What follows belongs to an exercise in optimizing a design on an open flow for small area; a production flow would make more cautious choices. Function was checked by simulation only, so behaviour that the tests miss may differ from the original. Power is estimated from default activity; no workload was simulated.

== the baseline ==
==> flow/design.v <==
module mem_wbit (
  input  logic q,
  input  logic h,
  input  logic d,
  input  logic w,
  output logic y
);
  assign y = (q & h) | (d & w);
endmodule
module mem_aoi3 (
  input  logic [2:0] a,
  input  logic [2:0] s,
  output logic       y_n
);
  assign y_n = ~|(a & s);
endmodule
module mem_rbit (
  input  logic [32:0] a,
  input  logic [32:0] s,
  output logic        y
);
  logic [10:0] w_n;
  for (genvar g = 0; g < 11; g++) begin : g_t
    mem_aoi3 u_t (.a(a[3*g+:3]), .s(s[3*g+:3]), .y_n(w_n[g]));
  end
  assign y = ~&w_n;
endmodule
module memory #(
  parameter int DATA_WIDTH = 32,
  parameter int ADDR_WIDTH = 5
) (
  input  logic                  clk,
  input  logic                  rst,
  input  logic                  wr_en,
  input  logic [ADDR_WIDTH-1:0] wr_addr,
  input  logic [DATA_WIDTH-1:0] wr_data,
  input  logic                  rd_en,
  input  logic [ADDR_WIDTH-1:0] rd_addr1,
  input  logic [ADDR_WIDTH-1:0] rd_addr2,
  output logic [DATA_WIDTH-1:0] rd_data1,
  output logic [DATA_WIDTH-1:0] rd_data2
);
  localparam int DEPTH = 1 << ADDR_WIDTH;
  logic [DATA_WIDTH-1:0] r_mem [DEPTH];
  logic [DEPTH-1:0]      r_vld;
  logic [DEPTH-1:0]      w_we;
  logic [DEPTH-1:0]      w_hd;
  logic [DEPTH-1:0]      w_vn;
  logic [DEPTH:0]        w_s1;
  logic [DEPTH:0]        w_s2;
  logic [DATA_WIDTH-1:0] w_nx [DEPTH];
  logic [DATA_WIDTH-1:0] w_rd1;
  logic [DATA_WIDTH-1:0] w_rd2;
  always_comb begin
    for (int i = 0; i < DEPTH; i++) begin
      w_we[i] = wr_en && (wr_addr == i);
      w_hd[i] = !w_we[i];
      w_vn[i] = r_vld[i] | w_we[i];
      w_s1[i] = rd_en && (rd_addr1 == i) && w_vn[i];
      w_s2[i] = rd_en && (rd_addr2 == i) && w_vn[i];
    end
    w_s1[DEPTH] = !rd_en;
    w_s2[DEPTH] = !rd_en;
  end
  for (genvar i = 0; i < DEPTH; i++) begin : g_w
    for (genvar b = 0; b < DATA_WIDTH; b++) begin : g_b
      mem_wbit u_w (.q(r_mem[i][b]), .h(w_hd[i]), .d(wr_data[b]), .w(w_we[i]),
                    .y(w_nx[i][b]));
    end
  end
  for (genvar b = 0; b < DATA_WIDTH; b++) begin : g_r
    logic [DEPTH:0] w_a1;
    logic [DEPTH:0] w_a2;
    for (genvar i = 0; i < DEPTH; i++) begin : g_i
      assign w_a1[i] = w_nx[i][b];
      assign w_a2[i] = w_nx[i][b];
    end
    assign w_a1[DEPTH] = rd_data1[b];
    assign w_a2[DEPTH] = rd_data2[b];
    mem_rbit u_r1 (.a(w_a1), .s(w_s1), .y(w_rd1[b]));
    mem_rbit u_r2 (.a(w_a2), .s(w_s2), .y(w_rd2[b]));
  end
  always_ff @(posedge clk) begin
    for (int i = 0; i < DEPTH; i++) begin
      r_mem[i] <= w_nx[i];
    end
  end
  always_ff @(posedge clk or negedge rst) begin
    if (!rst) begin
      r_vld    <= '0;
      rd_data1 <= '0;
      rd_data2 <= '0;
    end else begin
      r_vld    <= w_vn;
      rd_data1 <= w_rd1;
      rd_data2 <= w_rd2;
    end
  end
endmodule
export LEC_CHECK = 0
export CAP_MARGIN = 20
export CORE_MARGIN = 2
export CORE_UTILIZATION = 65
export GPL_ROUTABILITY_DRIVEN = 1
export PLACE_DENSITY = 0.8
export SLEW_MARGIN = 20
export SYNTH_HIERARCHICAL = 1
export SYNTH_MINIMUM_KEEP_SIZE = 0
create_clock -name core_clock -period 5.0 [get_ports {clk}]
standard.sh (not shown) runs the stock make flow with config.mk's settings and CLKGATE_MAP_FILE= SYNTH_SCRIPT=/design/flow/synth_recipe.tcl, a recipe that flattens the netlist after the stock synthesis.
==> flow/flow/run.sh <==
#!/bin/bash
# The standard layout (standard.sh, unchanged synthesis) with two changes:
# port buffers use buf_1 instead of the resizer's default pick, and clock
# tree synthesis uses clkbuf_8 with smaller sink clusters and no dummy loads.
set -euo pipefail
bash standard.sh \
  "BUFFER_PORTS_ARGS=-buffer_cell sky130_fd_sc_hd__buf_1" \
  "CTS_ARGS=-sink_clustering_enable -repair_clock_nets -dont_use_dummy_load -buf_list sky130_fd_sc_hd__clkbuf_8 -sink_clustering_size 14 -sink_clustering_max_diameter 60" \
  finish > standard.log 2>&1
The baseline finished all stages; the layout is clean.
Here is what was changed in the inputs of the candidate compared with the baseline.
Settings: PLACE_DENSITY now 0.65, was 0.8; CORE_UTILIZATION now 50, was 65.
==> flow/flow/run.sh <==
#!/bin/bash
# The standard layout (standard.sh, unchanged synthesis) with two changes:
# port buffers use buf_2 instead of the resizer's default pick, and clock
# tree synthesis uses clkbuf_8 with smaller sink clusters and no dummy loads.
set -euo pipefail
bash standard.sh \
  "BUFFER_PORTS_ARGS=-buffer_cell sky130_fd_sc_hd__buf_2" \
  "CTS_ARGS=-sink_clustering_enable -repair_clock_nets -dont_use_dummy_load -buf_list sky130_fd_sc_hd__clkbuf_8 -sink_clustering_size 14 -sink_clustering_max_diameter 60" \
  finish > standard.log 2>&1
[summary]
From the baseline to the candidate the numbers moved as follows: diode insertion count for antenna repair went down, post-route met1 wirelength went up, non-clock buffer share of cell area went up.
The candidate supports a lower top clock frequency than the baseline.
Delta (the candidate minus the baseline): internal portion of total power moved up; global-route wire length before repair moved up; wire length moved up.
Synthesized flop and latch total came out exactly the same in the candidate and the baseline.

[separate check: timing with driven ports]
How much do the figures lean on ideal ports? The routed layouts below were timed once more, with nothing changed but the port constraints.
Step 1 (the two cells are an assumption about what drives the block):
set clk [get_ports {clk}]
set_driving_cell -lib_cell sky130_fd_sc_hd__clkbuf_16 $clk
set_driving_cell -lib_cell sky130_fd_sc_hd__buf_2 [delete_from_list [all_inputs] $clk]
Step 2 adds t to the input delays and takes it off the output delays; t is the mean of the earliest and latest rising clock arrival at the registers after step 1. Input paths then give back, and output paths get back, about the clock's delay inside the block.
a / b / c = ideal ports / drivers / drivers and shift; a / b = the first two.
| run | t (ns) | slack for setup (ns) | latest minus earliest clock arrival (ns) | slew at the worst register clock pin (ns) |
|---|---|---|---|---|
| the baseline | 0.786 | 1.008 / 1.055 / 0.269 | 0.065 / 0.065 | 0.10 / 0.10 |
| the candidate | 0.805 | 0.849 / 0.893 / 0.088 | 0.085 / 0.084 | 0.10 / 0.10 |
After both steps every run listed still meets setup and hold. The setup slack of the candidate, which loses most, moves by +0.044 ns with the drivers and by -0.761 ns with both steps.
